From an optimization exercise on the open Yosys and OpenROAD flow, aimed at small area; shortcuts taken in it are not production practice.
The RTL was checked by simulation tests, not by an equivalence proof against the original design.
Power figures rest on the tool's default switching activity, not on a simulated workload.

==> module lpc_cnt_nxt, before the edit <==
module lpc_cnt_nxt #(
  parameter int unsigned CNT_W = 20,
  parameter int unsigned INC_W = 6
) (
  input  logic [CNT_W-1:0] acc,
  input  logic [INC_W-1:0] inc,
  input  logic             log_en,
  input  logic             clean_q,
  output logic [CNT_W-1:0] nxt
);
  localparam int unsigned HI_W = CNT_W - INC_W;
  logic [INC_W:0]   c;
  logic [INC_W-1:0] s;
  logic [HI_W:0]    p;        
  logic             t0;       
  logic             eon;      
  logic [INC_W-1:0] yn;
  logic [HI_W-1:0]  qn, hn;
  lpc_ha u_a0 (.a(acc[0]), .b(inc[0]), .s(s[0]), .co(c[1]));
  for (genvar b = 1; b < INC_W; b++) begin : g_add
    lpc_fa u_a (.a(acc[b]), .b(inc[b]), .ci(c[b]), .s(s[b]), .co(c[b+1]));
  end
  assign p[0] = 1'b1;
  lpc_and2 u_p2 (.a(acc[INC_W]), .b(acc[INC_W+1]), .y(p[2]));
  for (genvar b = 4; b <= HI_W; b += 2) begin : g_pre
    lpc_and3 u_p (.a(p[b-2]), .b(acc[INC_W+b-2]), .c(acc[INC_W+b-1]), .y(p[b]));
  end
  if (HI_W % 2 == 1) begin : g_pre_odd
    lpc_and2 u_p (.a(p[HI_W-1]), .b(acc[CNT_W-1]), .y(p[HI_W]));
  end
  for (genvar b = 1; b < HI_W; b += 2) begin : g_pre_nu
    assign p[b] = 1'b0;   
  end
  lpc_and3b u_t0 (.an(p[HI_W]), .b(log_en), .c(c[INC_W]), .y(t0));
  lpc_nand3 u_eo (.a(p[HI_W]), .b(log_en), .c(c[INC_W]), .y(eon));
  for (genvar b = 0; b < INC_W; b++) begin : g_lo
    lpc_mux2i u_m (.s(log_en), .a0(acc[b]), .a1(s[b]), .y(yn[b]));
    lpc_a21oi u_o (.a1(yn[b]), .a2(eon), .b1(clean_q), .y(nxt[b]));
  end
  lpc_xnor2 u_x0 (.a(acc[INC_W]), .b(t0), .y(hn[0]));
  lpc_nor2  u_n0 (.a(clean_q), .b(hn[0]), .y(nxt[INC_W]));
  for (genvar b = 1; b < HI_W; b++) begin : g_hi
    if (b == 1) begin : g_q1
      lpc_nand2 u_q (.a(t0), .b(acc[INC_W]), .y(qn[b]));
    end else if (b % 2 == 0) begin : g_qe
      lpc_nand2 u_q (.a(t0), .b(p[b]), .y(qn[b]));
    end else begin : g_qo
      lpc_nand3 u_q (.a(t0), .b(p[b-1]), .c(acc[INC_W+b-1]), .y(qn[b]));
    end
    lpc_xor2  u_x (.a(acc[INC_W+b]), .b(qn[b]), .y(hn[b]));
    lpc_nor2  u_n (.a(clean_q), .b(hn[b]), .y(nxt[INC_W+b]));
  end
endmodule
Settings: LEC_CHECK=0, CAP_MARGIN=20, CORE_MARGIN=2, CORE_UTILIZATION=70, PLACE_DENSITY=0.82, SLEW_MARGIN=20, SYNTH_HIERARCHICAL=1; clock period 7.0 ns.
standard.sh (not shown) runs the stock make flow with config.mk's settings and CLKGATE_MAP_FILE= SYNTH_SCRIPT=/design/flow/synth_recipe.tcl, a recipe that flattens the netlist after the stock synthesis.
==> flow/flow/run.sh <==
#!/bin/bash
# Standard layout (the standard.sh) with these changes:
#  - port buffers use the smallest buffer cell;
#  - clock tree synthesis without dummy loads;
#  - after floorplan, combinational cells go to their smallest drive
#    strength (flow/downsize.tcl); later repair passes size up as needed.
set -euo pipefail
bash standard.sh \
  BUFFER_PORTS_ARGS="-buffer_cell sky130_fd_sc_hd__buf_1" \
  CTS_ARGS="-sink_clustering_enable -repair_clock_nets -dont_use_dummy_load -buf_list sky130_fd_sc_hd__clkbuf_4 -sink_clustering_size 10 -sink_clustering_max_diameter 60" \
  POST_FLOORPLAN_TCL="$PWD/flow/downsize.tcl" \
  finish > standard.log 2>&1
==> flow/flow/downsize.tcl <==
# POST_FLOORPLAN hook: put every combinational cell at the smallest drive
# strength of its function. The resizer's later repair_design and
# repair_timing passes size up again wherever slew, load or timing need it.
set block [ord::get_db_block]
set db [ord::get_db]
set skip {^(df|edf|sdf|sedf|dl|conb|tap|fill|decap|probe|lpflow|clk)}
set count 0
foreach inst [$block getInsts] {
  set name [[$inst getMaster] getName]
  if {![regexp {^sky130_fd_sc_hd__([a-z0-9]+)_([0-9]+)$} $name -> base drive]} { continue }
  if {[regexp $skip $base]} { continue }
  set best $name
  set best_area [expr {[[$inst getMaster] getWidth] * [[$inst getMaster] getHeight]}]
  foreach d {0 1} {
    set m [$db findMaster sky130_fd_sc_hd__${base}_$d]
    if {$m eq "NULL" || $m eq ""} { continue }
    set a [expr {[$m getWidth] * [$m getHeight]}]
    if {$a < $best_area} {
      set best [$m getName]
      set best_area $a
    }
  }
  if {$best ne $name} {
    replace_cell [$inst getName] $best
    incr count
  }
}
puts "downsize: replaced $count cells"
Edit:
--- a/flow/design.v
+++ b/flow/design.v
@@ -94,37 +94,24 @@
   logic [HI_W-1:0]  qn, hn;
   lpc_ha u_a0 (.a(acc[0]), .b(inc[0]), .s(s[0]), .co(c[1]));
   for (genvar b = 1; b < INC_W; b++) begin : g_add
     lpc_fa u_a (.a(acc[b]), .b(inc[b]), .ci(c[b]), .s(s[b]), .co(c[b+1]));
   end
-  assign p[0] = 1'b1;
-  lpc_and2 u_p2 (.a(acc[INC_W]), .b(acc[INC_W+1]), .y(p[2]));
-  for (genvar b = 4; b <= HI_W; b += 2) begin : g_pre
-    lpc_and3 u_p (.a(p[b-2]), .b(acc[INC_W+b-2]), .c(acc[INC_W+b-1]), .y(p[b]));
-  end
-  if (HI_W % 2 == 1) begin : g_pre_odd
-    lpc_and2 u_p (.a(p[HI_W-1]), .b(acc[CNT_W-1]), .y(p[HI_W]));
-  end
-  for (genvar b = 1; b < HI_W; b += 2) begin : g_pre_nu
-    assign p[b] = 1'b0;   
+  assign p[1] = acc[INC_W];
+  for (genvar b = 1; b < HI_W; b++) begin : g_pre
+    lpc_and2 u_p (.a(p[b]), .b(acc[INC_W+b]), .y(p[b+1]));
   end
   lpc_and3b u_t0 (.an(p[HI_W]), .b(log_en), .c(c[INC_W]), .y(t0));
   lpc_nand3 u_eo (.a(p[HI_W]), .b(log_en), .c(c[INC_W]), .y(eon));
   for (genvar b = 0; b < INC_W; b++) begin : g_lo
     lpc_mux2i u_m (.s(log_en), .a0(acc[b]), .a1(s[b]), .y(yn[b]));
     lpc_a21oi u_o (.a1(yn[b]), .a2(eon), .b1(clean_q), .y(nxt[b]));
   end
   lpc_xnor2 u_x0 (.a(acc[INC_W]), .b(t0), .y(hn[0]));
   lpc_nor2  u_n0 (.a(clean_q), .b(hn[0]), .y(nxt[INC_W]));
   for (genvar b = 1; b < HI_W; b++) begin : g_hi
-    if (b == 1) begin : g_q1
-      lpc_nand2 u_q (.a(t0), .b(acc[INC_W]), .y(qn[b]));
-    end else if (b % 2 == 0) begin : g_qe
-      lpc_nand2 u_q (.a(t0), .b(p[b]), .y(qn[b]));
-    end else begin : g_qo
-      lpc_nand3 u_q (.a(t0), .b(p[b-1]), .c(acc[INC_W+b-1]), .y(qn[b]));
-    end
+    lpc_nand2 u_q (.a(t0), .b(p[b]), .y(qn[b]));
     lpc_xor2  u_x (.a(acc[INC_W+b]), .b(qn[b]), .y(hn[b]));
     lpc_nor2  u_n (.a(clean_q), .b(hn[b]), .y(nxt[INC_W+b]));
   end
 endmodule
 module lpc_timer_nxt #(
Effect: Clock power went down by about 0.9%. Design area rose by 1.6%. Die area rises by 1.4%. Critical path depth does not change. Power hardly moves.

[static timing again, ports no longer ideal]
The flow's constraints put no driver on any port. The routed layouts listed below were extracted and timed again, unchanged, in two steps. Step 1 assumes that a clkbuf_16 drives the clock port and a buf_2 every other input. Step 2 times the ports against the registers' clock, not the clock port: input delays grow and output delays shrink by t, the midpoint of the rising clock arrivals with the driver on. Three values: ideal, step 1, step 2; two values: the first two.
| run | t, ns | slack for setup (ns) | hold slack, ns | worst setup path after step 2 | slew at the worst register clock pin (ns) |
|---|---|---|---|---|---|
| the first run | 0.677 | 0.111 / 0.088 / 0.088 | 0.471 / 0.471 / 0.471 | input to output | 0.12 / 0.12 |
| the second run | 0.683 | 0.105 / 0.084 / 0.065 | 0.454 / 0.454 / 0.454 | input to register | 0.11 / 0.11 |
After both steps setup and hold are still met in every run listed. The setup slack of the second run, which loses most, moves by -0.021 ns with the drivers and by -0.040 ns with both steps.
